From an optimization exercise on the open Yosys and OpenROAD flow, aimed at small area; shortcuts taken in it are not production practice.
Function was checked by simulation only, so behaviour that the tests miss may differ from the original.

## exp/garnet
Design trafficGenerator, start of the top module:
module trafficGenerator
(
	input logic update,
	input logic rst,
	input logic moveTick,
	input logic [9:0] xCount,
	input logic [9:0] yCount,
	output logic [115-1:0] traffic
);
export LEC_CHECK = 0
export ABC_AREA = 1
export CAP_MARGIN = 10
export CORE_MARGIN = 2
export CORE_UTILIZATION = 55
export CTS_BUF_LIST = sky130_fd_sc_hd__clkbuf_8
export CTS_CLUSTER_DIAMETER = 200
export CTS_CLUSTER_SIZE = 50
export SLEW_MARGIN = 10
create_clock -name core_clock -period 5.0 [get_ports {update}]
standard.sh (not shown) runs the stock make flow with config.mk's settings and CLKGATE_MAP_FILE= SYNTH_SCRIPT=/design/flow/synth_recipe.tcl, a recipe that flattens the netlist after the stock synthesis.
==> flow/flow/run.sh <==
#!/bin/bash
# The standard layout (as standard.sh runs it) with these changes:
#  - synthesis maps the logic with ABC's area script flow/area.abc (flow/synth.tcl),
#  - ports are buffered with sky130_fd_sc_hd__buf_1 instead of the flow's pick,
#  - after the floorplan, the constant outputs share one tie cell (flow/merge_ties.tcl).
# Each tool's output goes to a log here (make.log, merge_ties.log, write_def.log);
# ORFS's own logs stay under orfs/logs.
set -euo pipefail
W=$PWD
export AREA_ABC_SCRIPT=$W/flow/area.abc
export BUFFER_PORTS_ARGS="-buffer_cell sky130_fd_sc_hd__buf_1"
# one clock cluster, no dummy loads
export CTS_ARGS="-sink_clustering_enable -repair_clock_nets -buf_list sky130_fd_sc_hd__clkbuf_8 -sink_clustering_size 50 -sink_clustering_max_diameter 500 -dont_use_dummy_load"
R=$W/orfs/results/$FLOW_PLATFORM/trafficGenerator/base
orfs() {
  make -C "$FLOW_HOME" DESIGN_CONFIG="$W/config.mk" WORK_HOME="$W/orfs" CLKGATE_MAP_FILE= \
    SYNTH_SCRIPT="$W/flow/synth.tcl" "$@"
}
orfs floorplan > "$W/make_floorplan.log" 2>&1
TIE_ODB=$R/2_floorplan.odb openroad -no_init -exit "$W/flow/merge_ties.tcl" > "$W/merge_ties.log" 2>&1
orfs finish > "$W/make.log" 2>&1
: # left out here: write the final layout as DEF
==> flow/flow/area.abc <==
strash
&get -n
&fraig -x
&put
scorr
dc2
balance
rewrite
refactor
balance
rewrite
rewrite -z
balance
refactor -z
rewrite -z
balance
dc2
strash
&get -n
&dch -f
&nf -R 1000 -p
&put
==> flow/flow/merge_ties.tcl <==
# Drive all constant outputs from one tie cell: the floorplan gives each constant
# load a tie cell of its own.
read_db $::env(TIE_ODB)
set block [ord::get_db_block]
set keep {}
set merged 0
foreach inst [$block getInsts] {
  if {[[$inst getMaster] getName] ne "sky130_fd_sc_hd__conb_1"} { continue }
  set hiTerm [$inst findITerm HI]
  set loTerm [$inst findITerm LO]
  if {[$hiTerm getNet] ne "NULL" || [$loTerm getNet] eq "NULL"} { continue }
  set net [$loTerm getNet]
  if {$keep eq {}} { set keep $net; continue }
  foreach it [$net getITerms] {
    if {[$it getInst] eq $inst} { continue }
    $it disconnect
    $it connect $keep
  }
  foreach bt [$net getBTerms] {
    $bt disconnect
    $bt connect $keep
  }
  $loTerm disconnect
  odb::dbInst_destroy $inst
  odb::dbNet_destroy $net
  incr merged
}
if {$keep ne {}} { puts "merged $merged tie cells into [$keep getName]" }
write_db $::env(TIE_ODB)
Other scripts of this flow, unchanged in this note and not shown: flow/flow/synth.tcl
Changes in exp/nickel relative to exp/garnet:
- CORE_UTILIZATION changed from 55 to 50
==> flow/flow/run.sh <==
#!/bin/bash
# The standard layout (as standard.sh runs it) with two changes:
#  - synthesis maps the logic with ABC's area script flow/area.abc (flow/synth.tcl),
#  - ports are buffered with sky130_fd_sc_hd__buf_1 instead of the flow's pick.
# Every tool's output goes to make.log here; ORFS's own logs stay under orfs/logs.
set -euo pipefail
W=$PWD
export AREA_ABC_SCRIPT=$W/flow/area.abc
export BUFFER_PORTS_ARGS="-buffer_cell sky130_fd_sc_hd__buf_1"
make -C "$FLOW_HOME" DESIGN_CONFIG="$W/config.mk" WORK_HOME="$W/orfs" CLKGATE_MAP_FILE= \
  SYNTH_SCRIPT="$W/flow/synth.tcl" finish > "$W/make.log" 2>&1
R=$W/orfs/results/$FLOW_PLATFORM/trafficGenerator/base
: # left out here: write the final layout as DEF
==> flow/flow/area.abc <==
strash
&get -n
&fraig -x
&put
scorr
dc2
strash
&get -n
&dch -f
&nf -R 1000
&put
removed: flow/flow/merge_ties.tcl
As far as final-report setup violation count goes, exp/nickel and exp/garnet are indistinguishable; the numbers are identical. Headroom to the max-slew limit delta (exp/nickel − exp/garnet): unfavourable. Looking only at post-layout minimum cycle time, and setting everything else aside, the higher value of exp/garnet and exp/nickel goes to exp/garnet.
### exp/nickel -> exp/juniper
- CTS_CLUSTER_DIAMETER no longer set, was 200
- GPL_TIMING_DRIVEN now 0, previously not set
- CTS_BUF_LIST now sky130_fd_sc_hd__clkbuf_4, was sky130_fd_sc_hd__clkbuf_8
- CTS_CLUSTER_SIZE no longer set, was 50
==> comparison <==
exp/juniper ran to completion and came out clean on the timing, DRC and antenna checks. Across both runs, worst path setup slack after routing was lower for exp/juniper than for exp/nickel. Compared with exp/nickel, in exp/juniper clock period minus final worst setup slack climbed 0.14 ns; average wire per standard cell dropped about 0.43%; cell count climbed 15.
## Diff of input files: exp/xenon against exp/juniper
- swapping sky130_fd_sc_hd__clkbuf_4 for sky130_fd_sc_hd__clkbuf_8 in CTS_BUF_LIST
- clearing GPL_TIMING_DRIVEN, which used to be 0
- putting CTS_CLUSTER_DIAMETER at 200 where nothing was set
- putting CTS_CLUSTER_SIZE at 50 where nothing was set
==> flow/flow/run.sh <==
#!/bin/bash
# The standard layout (as standard.sh runs it) with these changes:
#  - synthesis maps the logic with ABC's area script flow/area.abc (flow/synth.tcl),
#  - ports are buffered with sky130_fd_sc_hd__buf_1 instead of the flow's pick,
#  - after the floorplan, the constant outputs share one tie cell (flow/merge_ties.tcl).
# Each tool's output goes to a log here (make.log, merge_ties.log, write_def.log);
# ORFS's own logs stay under orfs/logs.
set -euo pipefail
W=$PWD
export AREA_ABC_SCRIPT=$W/flow/area.abc
export BUFFER_PORTS_ARGS="-buffer_cell sky130_fd_sc_hd__buf_1"
# one clock cluster, no dummy loads
export CTS_ARGS="-sink_clustering_enable -repair_clock_nets -root_buf sky130_fd_sc_hd__clkbuf_8 -buf_list sky130_fd_sc_hd__clkbuf_4 -sink_clustering_size 50 -sink_clustering_max_diameter 500 -dont_use_dummy_load"
R=$W/orfs/results/$FLOW_PLATFORM/trafficGenerator/base
orfs() {
  make -C "$FLOW_HOME" DESIGN_CONFIG="$W/config.mk" WORK_HOME="$W/orfs" CLKGATE_MAP_FILE= \
    SYNTH_SCRIPT="$W/flow/synth.tcl" "$@"
}
orfs floorplan > "$W/make_floorplan.log" 2>&1
TIE_ODB=$R/2_floorplan.odb openroad -no_init -exit "$W/flow/merge_ties.tcl" > "$W/merge_ties.log" 2>&1
orfs finish > "$W/make.log" 2>&1
: # left out here: write the final layout as DEF
==> flow/flow/area.abc <==
strash
&get -n
&fraig -x
&put
scorr
dc2
balance
rewrite
refactor
balance
rewrite
rewrite -z
balance
refactor -z
rewrite -z
balance
dc2
strash
&get -n
&dch -f
&nf -R 1000 -p
&put
==> flow/flow/merge_ties.tcl (new file) <==
# Drive all constant outputs from one tie cell: the floorplan gives each constant
# load a tie cell of its own.
read_db $::env(TIE_ODB)
set block [ord::get_db_block]
set keep {}
set merged 0
foreach inst [$block getInsts] {
  if {[[$inst getMaster] getName] ne "sky130_fd_sc_hd__conb_1"} { continue }
  set hiTerm [$inst findITerm HI]
  set loTerm [$inst findITerm LO]
  if {[$hiTerm getNet] ne "NULL" || [$loTerm getNet] eq "NULL"} { continue }
  set net [$loTerm getNet]
  if {$keep eq {}} { set keep $net; continue }
  foreach it [$net getITerms] {
    if {[$it getInst] eq $inst} { continue }
    $it disconnect
    $it connect $keep
  }
  foreach bt [$net getBTerms] {
    $bt disconnect
    $bt connect $keep
  }
  $loTerm disconnect
  odb::dbInst_destroy $inst
  odb::dbNet_destroy $net
  incr merged
}
if {$keep ne {}} { puts "merged $merged tie cells into [$keep getName]" }
write_db $::env(TIE_ODB)
==> summary.txt <==
- The clock network area share of exp/xenon is higher than that of exp/juniper.
- Post-synthesis instance area | exp/xenon below exp/juniper
- The run showing the greater cell count is exp/juniper.
Changes in exp/fjord relative to exp/xenon:
- setting PLACE_DENSITY to 0.75 for the first time
diff --git a/flow/flow/run.sh b/flow/flow/run.sh
--- a/flow/flow/run.sh
+++ b/flow/flow/run.sh
@@ -11,4 +11,2 @@
 export BUFFER_PORTS_ARGS="-buffer_cell sky130_fd_sc_hd__buf_1"
-# one clock cluster, no dummy loads
-export CTS_ARGS="-sink_clustering_enable -repair_clock_nets -root_buf sky130_fd_sc_hd__clkbuf_8 -buf_list sky130_fd_sc_hd__clkbuf_4 -sink_clustering_size 50 -sink_clustering_max_diameter 500 -dont_use_dummy_load"
 R=$W/orfs/results/$FLOW_PLATFORM/trafficGenerator/base
[summary]
- Comparing exp/xenon and exp/fjord, the lower final worst hold slack was measured on exp/xenon.
- | final worst-path cycle share | exp/fjord vs exp/xenon | 0.53 points lower |
- Compared with exp/xenon, exp/fjord shows detailed-route wire length on metal 1 lower by about 4.4%.

re-timing with driven ports:
The flow's constraints put no driver on any port. The routed layouts listed below were extracted and timed again, unchanged, in two steps.
Step 1, drivers: a clkbuf_16 drives update and a buf_2 each remaining input, both assumed.
Step 2 adds t to the input delays and takes it off the output delays; t is the mean of the earliest and latest rising clock arrival at the registers after step 1. Input paths then give back, and output paths get back, about the clock's delay inside the block.
Three values: ideal ports, drivers, drivers and shift; two values: the first two.
run | t (ns) | setup WS [ns] | worst setup path at the end | worst slew at a driven data input, ns
exp/garnet | 0.317 | 0.112 / 0.083 / 0.400 | register to output | 0.04
exp/nickel | 0.321 | 0.233 / 0.199 / 0.228 | input to register | 0.04
exp/juniper | 0.370 | 0.093 / 0.066 / 0.123 | input to register | 0.04
exp/xenon | 0.308 | 0.165 / 0.132 / 0.365 | input to register | 0.04
exp/fjord | 0.331 | 0.191 / 0.160 / 0.317 | input to register | 0.04
After both steps setup and hold are still met in every run listed. For exp/nickel, which loses most, drivers alone change the setup slack by -0.034 ns; drivers and shift together by -0.005 ns.
